Source: an optimization exercise on an open RTL-to-GDS flow (aim: small area and a short achievable clock period). Production flows keep margins and buffers that such runs may drop.
Only simulation tests tie the RTL to the original design; equivalence was not proved.
Power and IR drop assume default switching activity.

==> design/flow/design.v <==
module viterbi_tx_rx #(
  parameter int TB_DEPTH   = 32,
  parameter int LATENCY    = 4104,
  parameter int ERR_PERIOD = 100,
  parameter int PM_W       = 8
) (
  input  logic clk,
  input  logic rst,
  input  logic encoder_i,
  input  logic enable_encoder_i,
  input  logic [1:0] chan_err_i,
  output logic decoder_o
);
  localparam int DL_LEN = LATENCY - TB_DEPTH;
  localparam int CNT_W  = (ERR_PERIOD > 1) ? $clog2(ERR_PERIOD) : 1;
  localparam logic [PM_W-1:0] PM_INIT = {2'b01, {(PM_W-2){1'b0}}};
  logic [1:0]                 enc_s_q, enc_s_d;
  logic [1:0]                 sym_q, sym_d;       
  logic [CNT_W-1:0]           err_cnt_q, err_cnt_d;
  logic [3:0][PM_W-1:0]       pm_q, pm_d;
  logic [3:0][TB_DEPTH-1:0]   path_q, path_d;
  logic [DL_LEN-1:0]          dl_q, dl_d;
  logic                       flip;
  logic [1:0]                 r;
  logic [3:0][PM_W-1:0]       acs_pm;
  logic                       dec_bit;
  function automatic logic [1:0] hamming2(input logic [1:0] a, input logic [1:0] b);
    logic [1:0] d;
    d = a ^ b;
    hamming2 = {1'b0, d[1]} + {1'b0, d[0]};
  endfunction
  always_comb begin
    sym_d   = {encoder_i ^ enc_s_q[1] ^ enc_s_q[0], encoder_i ^ enc_s_q[0]} ^ chan_err_i;
    enc_s_d = {encoder_i, enc_s_q[1]};
  end
  generate
    if (ERR_PERIOD == 0) begin : g_no_err
      assign flip      = 1'b0;
      assign err_cnt_d = err_cnt_q;
    end else begin : g_err
      assign flip      = (err_cnt_q == CNT_W'(ERR_PERIOD - 1));
      assign err_cnt_d = flip ? '0 : err_cnt_q + 1'b1;
    end
  endgenerate
  assign r = {sym_q[1] ^ flip, sym_q[0]};
  generate
    for (genvar gi = 0; gi < 4; gi++) begin : g_acs
      localparam int U  = gi / 2;
      localparam int S1 = gi % 2;
      localparam int P0 = 2 * S1;
      localparam int P1 = 2 * S1 + 1;
      localparam logic [1:0] E0 = 2'(((U ^ S1) << 1) | U);
      localparam logic [1:0] E1 = 2'(((U ^ S1 ^ 1) << 1) | (U ^ 1));
      logic [PM_W-1:0]     sum0, sum1;
      logic                sel1;
      logic [TB_DEPTH-1:0] win_path;
      assign sum0     = pm_q[P0] + PM_W'(hamming2(r, E0));
      assign sum1     = pm_q[P1] + PM_W'(hamming2(r, E1));
      assign sel1     = (sum1 < sum0);    
      assign acs_pm[gi] = sel1 ? sum1 : sum0;
      assign win_path = sel1 ? path_q[P1] : path_q[P0];
      assign path_d[gi] = {win_path[TB_DEPTH-2:0], 1'(U)};
    end
  endgenerate
  always_comb begin
    logic [PM_W-1:0] min_pm;
    min_pm = acs_pm[0];
    for (int i = 1; i < 4; i++) begin
      if (acs_pm[i] < min_pm) min_pm = acs_pm[i];
    end
    pm_d = '0;
    for (int i = 0; i < 4; i++) begin
      pm_d[i] = acs_pm[i] - min_pm;
    end
  end
  always_comb begin
    logic [1:0] best;
    best = 2'd3;
    for (int i = 2; i >= 0; i--) begin
      if (pm_q[i] <= pm_q[best]) best = 2'(i);
    end
    dec_bit = path_q[best][TB_DEPTH-1];
  end
  assign dl_d      = {dl_q[DL_LEN-2:0], dec_bit};
  assign decoder_o = dl_q[DL_LEN-1];
  always_ff @(posedge clk) begin
    if (rst) begin
      enc_s_q   <= '0;
      sym_q     <= '0;
      err_cnt_q <= '0;
      pm_q      <= {PM_INIT, PM_INIT, PM_INIT, {PM_W{1'b0}}};
      path_q    <= '0;
      dl_q      <= '0;
    end else if (enable_encoder_i) begin
      enc_s_q   <= enc_s_d;
      sym_q     <= sym_d;
      err_cnt_q <= err_cnt_d;
      pm_q      <= pm_d;
      path_q    <= path_d;
      dl_q      <= dl_d;
    end
  end
endmodule
==> design/flow/run.sh <==
#!/bin/bash
# synth_recipe.tcl (not shown) runs the flow's synth.tcl, then flattens the netlist and writes it again
# the make line also repeats each setting of config.mk as NAME=value (left out here)
make -C /OpenROAD-flow-scripts/flow DESIGN_CONFIG=/design/flow/config.mk WORK_HOME=/design/flow/orfs CLKGATE_MAP_FILE= SYNTH_SCRIPT=/design/flow/synth_recipe.tcl finish
==> design/flow/config.mk <==
export PLATFORM = sky130hd
export DESIGN_NAME = viterbi_tx_rx
export DESIGN_NICKNAME = viterbi_tx_rx
export VERILOG_FILES = /design/flow/design.v
export SDC_FILE = /design/flow/constraint.sdc
export NUM_CORES = 4
export LEC_CHECK = 0
export CAP_MARGIN = 20
export CORE_MARGIN = 2
export CORE_UTILIZATION = 40
export SLEW_MARGIN = 20
==> design/flow/constraint.sdc <==
create_clock -name core_clock -period 12.0 [get_ports {clk}]
set_input_delay 2.4000 -clock core_clock [delete_from_list [all_inputs] [get_ports {clk}]]
set_output_delay 2.4000 -clock core_clock [all_outputs]
set_load 0.01 [all_outputs]
==> results.sh <==
export IMPL_async_flop_share_pct=0
export IMPL_final_cell_count_no_fill=19900
export IMPL_synth_edf_count=0
export IMPL_final_area_mm2=0.174
export IMPL_cts_sinks=4238
export IMPL_place_area_mm2=0.159
export IMPL_power_switching_mw=13.7
export IMPL_drv_slew=0
export IMPL_antenna_found_initial=2
export IMPL_rsz0062_at_grt="yes"
export IMPL_pwr_share_seq_pct=32.7
export IMPL_slowest_stage="or4_1"
export IMPL_dp_cells=19000
export IMPL_endpoint="pm_q[31]$_SDFFE_PP0P_"
export IMPL_worstRegToRegCells=62
export IMPL_tightest_slew_ns=1.19
export IMPL_die_area_mm2=0.389
export IMPL_r2r_end="pm_q[31]$_SDFFE_PP0P_"
export IMPL_ioPinCount=7
export IMPL_hold_viol=0
export IMPL_die_h_um=624
export IMPL_dr_first_iter_drc_count=4491
export IMPL_drive_gt1_share_pct=7.98
export IMPL_drc_errors=0
export IMPL_reg2reg_from="err_cnt_q[3]$_SDFFE_PP0P_"
export IMPL_antenna_left=0
export IMPL_routedWlPerCell_um=11.7
export IMPL_cpPeakStageDelay_ns=0.53
export IMPL_yosysSeqAreaShare_pct=55.2
export IMPL_fmax_mhz=86.6
export IMPL_hp_class="reg2reg"
export IMPL_via_count=92200
export IMPL_hold_slack_ns=0.412
export IMPL_port_buffers=6
export IMPL_p_per_area_mw_per_mm2=251
export IMPL_die_width_um=624
export IMPL_grt_max_degree=255
export IMPL_ys_flop_type="dfxtp_1"
export IMPL_synth_cells=14700
export IMPL_power_frac_comb_pct=36.5
export IMPL_clk_path_buf_depth=4
export IMPL_crit_arrival_ns=12.43
export IMPL_setup_violations=0
export IMPL_worstSetupPathType="reg2reg"
export IMPL_wl_um=233000
export IMPL_cp_required_ns=12.88
export IMPL_firstDrtPassIters=5
export IMPL_cts_tree="built"
export IMPL_cts_htree_levels=5
export IMPL_r2r_slack_ns=0.45
export IMPL_avgSynthCellArea_um2=10.5
export IMPL_intPower_mw=30.1
export IMPL_synth_ff_latch_count=4238
export IMPL_nets=14600
export IMPL_rows=227
export IMPL_cts_root_buf="clkbuf_16"
export IMPL_crit_fanout=7
export IMPL_grt_overflow=0
export IMPL_syn2layout_area_growth_pct=13.6
export IMPL_cts_made_buffers=440
export IMPL_grt_pass1_vias=88500
export IMPL_crit_start="err_cnt_q[3]$_SDFFE_PP0P_"
export IMPL_synth_cell_area_mm2=0.154
export IMPL_ir_worst_vdd_mv=0.646
export IMPL_maxCapViolCount=0
export IMPL_viasPerCell=4.64
export IMPL_crit_top_cell="buf_6"
export IMPL_total_power_mw=43.8
export IMPL_sw_frac_of_total_pct=31.3
export IMPL_fin_crit_ns=11.55
export IMPL_min_period_over_period_pct=96.3
export IMPL_syn_nets=14800
export IMPL_core_area_mm2=0.382
export IMPL_clock_latency_ns=0.97
export IMPL_outcome="finished clean"
export IMPL_initial_core_util_pct=40.2
export IMPL_path_clk_slew_ns=0.07
export IMPL_leakagePower_nw=76.2
export IMPL_gp_congestion=0.785
export IMPL_critPathLaunchType="register"
export IMPL_cp_end_kind="register"
export IMPL_dp_hpwl_um=126000
export IMPL_grt_total_usage_pct=11.6
export IMPL_yosys_warnings=1
export IMPL_relSlewSlack_pct=20.9
export IMPL_grt_pass1_wl_um=411000
export IMPL_skew_ns=0.0932
export IMPL_power_clock_fraction_pct=30.9
export IMPL_ys_types=94
## power groups by stage
stage | Sequential, mW | Combinational [mW] | Clock [mW]
floorplan | 14.6 | 9.06 | 0
global placement | 14.6 | 14.9 | 0
detailed placement | 14.6 | 14.9 | 0
CTS | 14.3 | 15.2 | 14.1
global route | 14.3 | 17.4 | 14.6
finish | 14.3 | 16.0 | 13.5
## worst max-delay path, delay by kind of cell, from the launching register on
kind                     cells  cell delay [ns]
AO/OA/AOI/OAI               26             4.55
XOR/XNOR                     3             0.50
adder cells (fa/ha/maj)      7             1.56
buffers and inverters        9             1.27
flip-flops                   1             0.33
multiplexers                 5             1.27
AND/OR/NAND/NOR             12             1.99
## cells by family after synthesis
logic type	after synthesis	synth area share (%)
AOI/OAI and AO/OA	393	1.91
xor gates and xnor gates	97	0.553
adders and majority gates	104	0.841
buffers and inverters	1065	2.63
DFF	4238	55.2
muxes	4207	27.4
and+or+nand+nor	4579	11.4
## synth_stat cells (all sizes together), types with 12 or more instances
library cell	count	area, um^2
nor2	4314	16200
dfxtp	4238	84800
mux2i	4198	42000
clkbuf	713	2680
buf	288	1130
nand2	130	490
a211oi	108	816
ha	99	1240
a21oi	96	518
xnor2	66	578
inv	64	240
o21ai	54	304
a311oi	41	425
nand3	33	175
xor2	31	272
a21o	21	158
nand2b	16	100
nor2b	16	100
a31oi	12	75.1
nor3	12	60.1
## worst min path at each step
stage                                  startpoint                 endpoint  slack, ns  cells past startpoint
after detailed placement  path_q[96]$_SDFFE_PP0P_  path_q[96]$_SDFFE_PP0P_       0.46                      2
after global placement    path_q[96]$_SDFFE_PP0P_  path_q[96]$_SDFFE_PP0P_       0.45                      2
after CTS                 path_q[60]$_SDFFE_PP0P_  path_q[29]$_SDFFE_PP0P_       0.41                      2
after global routing      path_q[28]$_SDFFE_PP0P_  path_q[29]$_SDFFE_PP0P_       0.43                      2
final                     path_q[60]$_SDFFE_PP0P_  path_q[29]$_SDFFE_PP0P_       0.41                      2
after floorplan           path_q[96]$_SDFFE_PP0P_  path_q[96]$_SDFFE_PP0P_       0.43                      2
## layout make-up
type | count | area (um^2)
Sequential cell | 4238 | 84800
Timing Repair Buffer | 332 | 2950
Clock buffer | 676 | 13300
Inverter | 64 | 243
Tap cell | 5038 | 6300
Multi-Input combinational cell | 9380 | 65400
Fill cell | 35900 | 208000
Antenna cell | 1 | 2.50
Clock inverter | 126 | 1490
## stage by stage
step	worst slack, ns	utilization (%)	TNS [ns]
final	0.447	45.6	0
after global routing	-0.128	45.6	-0.227
after CTS	0.00919	45.5	0
after detailed placement	-0.470	41.6	-2.35
after global placement	-0.318	41.6	-0.846
after floorplan	0.0474	-	0
## cell usage in the layout (no fill, tap or decap), types with 11 or more instances in the layout
cell       instances
xnor2_1           61
ha_4              11
a21o_1            21
buf_4            288
a311oi_1          34
ha_1              78
clkbuf_1         105
o21ai_0           36
nor3_1            12
nor2b_1           15
nand3_1           28
nand2_1          126
inv_1             61
mux2i_1         4188
nand2b_1          15
nor2_1          4304
clkbuf_16        447
a211oi_1         105
clkbuf_8         124
bufinv_16         21
buf_12            30
xor2_1            28
a21oi_1           78
dfxtp_1         4236
clkinv_2          71
a21oi_2           12
## layer usage
| layer | vias up | share of wire, % | global-route usage [%] |
|---|---|---|---|
| met3 | 484 | 3.0 | 1.85 |
| li1 | 48800 | - | - |
| met4 | 0 | 3.1 | 4.09 |
| met1 | 42200 | 51 | 15.7 |
| met2 | 652 | 43 | 18.9 |
| met5 | - | 0 | 0 |
## state kept, by name (all words and copies together) (netlist names)
name / flops
pm_q: 32
path_q: 123
sym_q: 2
err_cnt_q: 7
dl_q: 4072
enc_s_q: 2
## repair_timing
item                                    in CTS  in global routing
hold buffers                                 0                  0
pin swaps                                    7                 44
endpoints found under the setup margin      17                 24
setup buffers                                8                 20
resized for setup                           25                 97

[re-timing with driven ports]
Ports are ideal in the flow. The routed layout listed here was re-timed in OpenROAD.
Step 1 sets driving cells, clkbuf_16 on the clock port and buf_2 on the other inputs (assumed; they add their load-dependent delay and slew).
Step 2, shift: input delay + t, output delay - t, t = (earliest + latest rising clock arrival at the registers) / 2. This alone moves slack from input paths to output paths.
Slacks: ideal / step 1 / step 2; pairs: ideal / step 1.
shift t [ns]: 1.024
setup WS [ns]: 0.447 / 0.447 / 0.447
worst setup path at the end: register to register
clock arrival spread, ns: 0.102 / 0.101
pins driven straight from the clock port: 1
After both steps this run still meets setup and hold. For this run, drivers alone change the setup slack by 0.000 ns; drivers and shift together by 0.000 ns.
